This is an optimization exercise on Yosys and OpenROAD, whose aim is small area, not a production implementation.
The RTL was checked by simulation tests, not by an equivalence proof against the original design.
Power figures rest on the tool's default switching activity, not on a simulated workload.

Setup of build 78:
==> flow/design.v <==
module exec_unit (
  input  logic        clk,
  input  logic        reset,
  input  logic        valid_in,
  input  logic [3:0]  Aluop,
  input  logic [1:0]  SHTOp,
  input  logic [31:0] srca,
  input  logic [31:0] srcb,
  input  logic [4:0]  shamt,
  input  logic        shvar,
  input  logic        mfhi,
  input  logic        mflo,
  output logic [31:0] result,
  output logic        valid_out,
  output logic        overflow,
  output logic        busy,
  output logic [31:0] hi,
  output logic [31:0] lo
);
  logic [31:0] r_result;    
  logic        r_valid_out;
  logic        r_overflow;
  logic        r_busy;
  logic [31:0] r_hi;
  logic [31:0] r_lo;
  logic [4:0]  r_count;
  logic        r_is_div;
  logic        r_signed;
  logic        r_neg_q;     
  logic        r_neg_r;     
  logic        w_acc;
  logic        w_is_md;
  logic        w_md_signed;
  logic        w_a_neg;      
  logic        w_sub;
  logic        w_last;
  assign w_acc       = valid_in && !r_busy;
  assign w_is_md     = !mfhi && !mflo && (SHTOp == 2'b00) &&
                       ((Aluop[3:1] == 3'b101) || (Aluop[3:1] == 3'b110));
  assign w_md_signed = !Aluop[0];
  assign w_a_neg     = Aluop[2] && w_md_signed && srca[31];
  assign w_sub       = !Aluop[2] && (Aluop[1] ^ Aluop[3]);
  assign w_last      = (r_count == 5'd31);
  logic [32:0] w_a;
  logic [32:0] w_braw;
  logic        w_ben;
  logic        w_binv;
  logic        w_cin;
  logic [32:0] w_b;
  logic [32:0] w_g;
  logic [32:0] w_p;
  logic [33:0] w_c;
  logic [32:0] w_s;
  logic        w_m_en;
  logic        w_m_inv;
  assign w_m_en  = r_is_div ? !w_last : r_lo[0];
  assign w_m_inv = r_is_div ? (!(r_signed && r_result[31]) ^ r_neg_r) : (r_signed && w_last);
  logic        w_a_idle;
  logic        w_a_div;
  logic        w_a_mul;
  assign w_a_idle = !r_busy;
  assign w_a_div  = r_busy && r_is_div;
  assign w_a_mul  = r_busy && !r_is_div;
  assign w_a    = ({33{w_a_idle}} & {Aluop[0] && srca[31], srca}) |
                  ({33{w_a_div}}  & {r_hi, r_lo[30] || w_last}) |
                  ({33{w_a_mul}}  & {r_signed && r_hi[31], r_hi});
  assign w_braw = ({33{w_a_idle}} & {Aluop[0] && srcb[31], srcb}) |
                  ({33{r_busy}}   & {r_signed && r_result[31], r_result});
  assign w_ben  = r_busy ? w_m_en : !w_is_md;
  assign w_binv = r_busy ? (w_m_en && w_m_inv) : (w_is_md ? w_a_neg : w_sub);
  assign w_cin  = r_busy ? (w_m_en ? w_m_inv : (r_is_div && r_neg_r)) : (!w_is_md && w_sub);
  assign w_b = (w_braw & {33{w_ben}}) ^ {33{w_binv}};
  assign w_g = w_a & w_b;
  assign w_p = w_a ^ w_b;
  assign w_c[0] = w_cin;
  genvar k;
  for (k = 0; k < 8; k++) begin : g_cla
    logic [3:0] gg;
    logic [3:0] pp;
    logic       cg;
    assign gg = w_g[4*k +: 4];
    assign pp = w_p[4*k +: 4];
    assign cg = w_c[4*k];
    assign w_c[4*k+1] = gg[0] | (pp[0] & cg);
    assign w_c[4*k+2] = gg[1] | (pp[1] & gg[0]) | (pp[1] & pp[0] & cg);
    assign w_c[4*k+3] = gg[2] | (pp[2] & gg[1]) | (pp[2] & pp[1] & gg[0]) |
                        (pp[2] & pp[1] & pp[0] & cg);
    assign w_c[4*k+4] = gg[3] | (pp[3] & gg[2]) | (pp[3] & pp[2] & gg[1]) |
                        (pp[3] & pp[2] & pp[1] & gg[0]) | ((&pp) & cg);
  end
  assign w_c[33] = w_g[32] | (w_p[32] & w_c[32]);
  assign w_s = w_p ^ w_c[32:0];
  logic        w_alu;        
  logic        w_op;         
  logic        w_lui;
  logic        w_left;
  logic        w_fill;
  logic [4:0]  w_amt;
  logic [31:0] w_shr;
  assign w_alu  = !mfhi && !mflo;
  assign w_op   = w_alu && (SHTOp == 2'b00);
  assign w_lui  = (Aluop == 4'b1110);
  assign w_left = (SHTOp == 2'b01) || (SHTOp == 2'b00 && w_lui);
  assign w_fill = SHTOp[1] && SHTOp[0] && srcb[31];
  assign w_amt  = (SHTOp == 2'b00) ? {w_lui, 4'b0000} : (shvar ? srca[4:0] : shamt);
  always_comb begin
    logic [62:0] t;
    logic [4:0]  sa;
    sa = w_left ? ~w_amt : w_amt;
    t  = w_left ? {srcb, 31'd0} : {{31{w_fill}}, srcb};
    if (sa[4]) t = t >> 16;
    if (sa[3]) t = t >> 8;
    if (sa[2]) t = t >> 4;
    if (sa[1]) t = t >> 2;
    if (sa[0]) t = t >> 1;
    w_shr = t[31:0];
  end
  logic        w_sel_hi;
  logic        w_sel_lo;
  logic        w_sel_shr;
  logic        w_sel_sum;
  logic        w_sel_g;
  logic        w_sel_p;
  logic        w_sel_n;
  logic        w_sel_slt;
  logic [31:0] w_result;
  logic        w_overflow;
  assign w_sel_hi  = !r_busy && mfhi;
  assign w_sel_lo  = !r_busy && !mfhi && mflo;
  assign w_sel_shr = !r_busy && w_alu && (w_left || (SHTOp != 2'b00) || w_is_md);
  assign w_sel_sum = !r_busy && w_op && (Aluop[3:2] == 2'b00);
  assign w_sel_g   = !r_busy && w_op && (Aluop[3:1] == 3'b010);                       
  assign w_sel_p   = !r_busy && w_op && (Aluop[3:2] == 2'b01) && Aluop[0];            
  assign w_sel_n   = !r_busy && w_op && (Aluop == 4'b0110);                           
  assign w_sel_slt = !r_busy && w_op && (Aluop[3:1] == 3'b100);
  assign w_result = ({32{r_busy}} & r_result) |
                    ({32{w_sel_hi}}  & r_hi) |
                    ({32{w_sel_lo}}  & r_lo) |
                    ({32{w_sel_shr}} & w_shr) |
                    ({32{w_sel_sum}} & w_s[31:0]) |
                    ({32{w_sel_g}}   & srca & srcb) |
                    ({32{w_sel_p}}   & (srca ^ srcb)) |
                    ({32{w_sel_n}}   & ~srca & ~srcb) |
                    {31'd0, w_sel_slt && w_s[32]};
  assign w_overflow = w_op && (Aluop[3:2] == 2'b00) && Aluop[0] && (w_s[32] ^ w_s[31]);
  logic        w_d_zero;
  logic        w_d_one;      
  logic        w_n31;        
  logic        w_q31;
  logic        w_rem1;
  logic        w_neg_q;
  logic [31:0] w_hi_init;
  logic [31:0] w_lo_init;
  assign w_d_zero  = (srcb == 32'd0);
  assign w_d_one   = srcb[0] && ((srcb[31:1] == 31'd0) ||
                                 (w_md_signed && (srcb[31:1] == {31{1'b1}})));
  assign w_n31     = w_s[31] ^ w_a_neg;
  assign w_q31     = w_d_zero || (w_n31 && w_d_one);
  assign w_rem1    = w_n31 && !w_d_one;
  assign w_neg_q   = w_md_signed && (srca[31] ^ srcb[31]) && !w_d_zero;
  assign w_hi_init = Aluop[2] ? {{31{w_a_neg}}, w_rem1 ^ w_a_neg} : 32'd0;
  assign w_lo_init = {Aluop[2] ? (w_q31 ^ w_neg_q) : w_s[31], w_s[30:0]};
  logic        w_q;
  logic        w_qins;
  logic [31:0] w_lo_inc;
  logic        w_md_acc;
  logic        w_s_hold;
  logic        w_s_init;
  logic        w_s_dq;
  logic        w_s_dr;
  logic        w_s_sh;
  logic        w_s_dl;
  logic        w_s_ml;
  logic        w_s_fl;
  logic [31:0] w_hi_d;
  logic [31:0] w_lo_d;
  assign w_q    = w_s[32] ^ !r_neg_r;
  assign w_qins = w_q ^ r_neg_q;
  always_comb begin
    logic t;
    t = r_neg_q && w_a_div && w_last;
    for (int i = 0; i < 32; i++) begin
      w_lo_inc[i] = r_lo[i] ^ t;
      t = t & r_lo[i];
    end
  end
  assign w_md_acc = w_acc && w_is_md;
  assign w_s_hold = !reset && !r_busy && !w_md_acc;
  assign w_s_init = !reset && !r_busy && w_md_acc;
  assign w_s_dq   = !reset && w_a_div && !w_last && w_q;    
  assign w_s_dr   = !reset && w_a_div && !w_last && !w_q;   
  assign w_s_sh   = !reset && r_busy && (!r_is_div || w_last);
  assign w_s_dl   = !reset && w_a_div && !w_last;
  assign w_s_ml   = !reset && w_a_mul;
  assign w_s_fl   = !reset && w_a_div && w_last;
  assign w_hi_d = ({32{w_s_hold}} & r_hi) |
                  ({32{w_s_init}} & w_hi_init) |
                  ({32{w_s_dq}}   & w_s[31:0]) |
                  ({32{w_s_dr}}   & {r_hi[30:0], r_lo[30]}) |
                  ({32{w_s_sh}}   & w_s[32:1]);
  assign w_lo_d = ({32{w_s_hold || w_s_fl}} & w_lo_inc) |
                  ({32{w_s_init}} & w_lo_init) |
                  ({32{w_s_dl}}   & {r_lo[31], r_lo[29:0], w_qins}) |
                  ({32{w_s_ml}}   & {w_s[0], r_lo[31:1]});
  always_ff @(posedge clk) begin
    if (reset) begin
      r_valid_out <= 1'b0;
      r_busy      <= 1'b0;
      r_count     <= 5'd0;
    end else begin
      r_valid_out <= w_acc && !w_is_md;
      if (r_busy) begin
        r_count <= r_count + 5'd1;
        if (w_last) r_busy <= 1'b0;
      end else if (w_acc && w_is_md) begin
        r_busy <= 1'b1;
      end
    end
  end
  always_ff @(posedge clk) begin
    r_hi <= w_hi_d;
    r_lo <= w_lo_d;
  end
  always_ff @(posedge clk) begin
    r_overflow <= w_overflow;
    r_result <= w_result;
    if (!r_busy) begin
      r_is_div <= Aluop[2];
      r_signed <= w_md_signed;
      r_neg_q  <= w_neg_q;
      r_neg_r  <= w_a_neg;
    end
  end
  assign result    = r_result;
  assign valid_out = r_valid_out;
  assign overflow  = r_overflow;
  assign busy      = r_busy;
  assign hi        = r_hi;
  assign lo        = r_lo;
endmodule
export LEC_CHECK = 0
export ABC_AREA = 1
export CAP_MARGIN = 20
export CORE_MARGIN = 2
export CORE_UTILIZATION = 40
export SLEW_MARGIN = 20
create_clock -name core_clock -period 8.0 [get_ports {clk}]
standard.sh (not shown) runs the stock make flow with config.mk's settings and CLKGATE_MAP_FILE= SYNTH_SCRIPT=/design/flow/synth_recipe.tcl, a recipe that flattens the netlist after the stock synthesis.
==> flow/flow/run.sh <==
#!/bin/bash
# The standard layout (the standard.sh: ORFS synthesis through finish)
# with two changes:
# - synthesis runs flow/synth.tcl, which is synth_recipe.tcl with an
#   area-oriented abc script for the combinational logic;
# - the port buffers that global placement inserts are buf_1, the smallest
#   buffer, instead of buffer_ports' default pick (clkdlybuf4s50_1).
# standard_flow.log in the work folder holds the whole make output; ORFS
# writes each tool's own log under orfs/logs/.
set -euo pipefail
W=$PWD
export BUFFER_PORTS_ARGS="-buffer_cell sky130_fd_sc_hd__buf_1"
export FLOW_SYNTH_TCL="$W/synth_recipe.tcl"
export MY_ABC_SCRIPT="$W/flow/abc_area.script"
bash standard.sh SYNTH_SCRIPT="$W/flow/synth.tcl" finish > "$W/standard_flow.log" 2>&1
==> flow/flow/abc_area.script <==
strash
dch
amap -F 4 -A 8
topo
==> flow/flow/synth.tcl <==
# The standard synthesis script (synth_recipe.tcl, which sources ORFS's
# synth.tcl), with one change: the final abc technology mapping of the
# combinational logic runs flow/abc_area.script (area-oriented mapping with
# amap, no buffering or sizing: placement's repair_design and the timing
# repair steps buffer and size the netlist). Registers are untouched.
proc abc {args} {
  set i [lsearch -exact $args -script]
  if { $i >= 0 } { lset args [expr {$i + 1}] $::env(MY_ABC_SCRIPT) }
  puts "abc with flow/abc_area.script: $args"
  yosys abc {*}$args
}
source $::env(FLOW_SYNTH_TCL)
The following lists how build 18 was set up differently from build 78:
-- flow/flow/run.sh --
<<< build 78, line 3
# with two changes:
>>> build 18, line 3
# with three changes:
<<< build 78, line 7
#   buffer, instead of buffer_ports' default pick (clkdlybuf4s50_1).
>>> build 18, line 7
#   buffer, instead of buffer_ports' default pick (clkdlybuf4s50_1);
# - after global routing, repair_timing's power recovery (RECOVER_POWER)
#   downsizes cells on paths that keep positive slack.
<<< build 78, line 15
>>> build 18, line 17
export RECOVER_POWER=100
[summary]
- Static leakage on build 18 is ahead of build 78.
- I/O pin count: build 78 vs build 18 identical
- On routed wire length, build 78 tracks build 18 almost exactly.
- Diff build 18 and build 78: setup slack after layout lower in build 78
- What the final checks of build 18 revealed, after a flow that finished every stage, was a layout that fails on max-capacitance violations, max-slew violations.
- Diff build 18..build 78 | die width | unchanged
- Sort build 18 and build 78 by share of post-route cells with drive strength above 1, ascending, and build 18 comes first.
- Higher part of the cycle the worst path needs goes to build 78 over build 18.
Input-level comparison between build 4 and build 18:
-- flow/flow/run.sh --
<<< build 18, line 3
# with three changes:
>>> build 4, line 3
# with two changes:
<<< build 18, line 7
#   buffer, instead of buffer_ports' default pick (clkdlybuf4s50_1);
# - after global routing, repair_timing's power recovery (RECOVER_POWER)
#   downsizes cells on paths that keep positive slack.
>>> build 4, line 7
#   buffer, instead of buffer_ports' default pick (clkdlybuf4s50_1).
<<< build 18, line 17
export RECOVER_POWER=100
>>> build 4, line 15
==> flow/flow/abc_area.script <==
strash
dch
amap
topo
Findings:
- Every stage of the flow completed for build 4, and the final layout passed the timing, design-rule and antenna checks.
- Comparing maximum fanout along the worst path for build 4 and build 18, the bigger number came from build 4.
- met4 as the uppermost signal routing layer after detailed routing was reported by build 18, and met5 by build 4.
- Going from build 18 to build 4, final wirelength moved up; layout overhead on the synthesized area moved up.
- The lower post-synthesis share of cell area spent on and, or, nand and nor gates came out of build 18.
- Delta(non-clock buffer count, build 4 - build 18) > 0
- The sequential cell count of build 18 and that of build 4 are within noise of each other.

static timing again, ports no longer ideal:
Ports are ideal in the flow. The routed layouts listed here were re-timed in OpenROAD.
Step 1 sets driving cells, clkbuf_16 on the clock port and buf_2 on the other inputs (assumed; they add their load-dependent delay and slew).
Step 2 times the ports against the registers' clock, not the clock port: input delays grow and output delays shrink by t, the midpoint of the rising clock arrivals with the driver on.
Three values: ideal, step 1, step 2; two values: the first two.
| run | t, ns | slack for setup (ns) | worst hold slack (ns) | worst setup path after step 2 |
|---|---|---|---|---|
| build 78 | 0.412 | 0.302 / 0.302 / 0.196 | 0.470 / 0.470 / 0.470 | input to register |
| build 18 | 0.412 | 0.318 / 0.318 / 0.011 | 0.470 / 0.470 / 0.470 | input to register |
| build 4 | 0.416 | 0.316 / 0.344 / -0.072 | 0.471 / 0.471 / 0.471 | input to register |
With both steps, setup timing fails in build 4, where it was met with ideal ports. The setup slack of build 4, which loses most, moves by +0.028 ns with the drivers and by -0.388 ns with both steps.
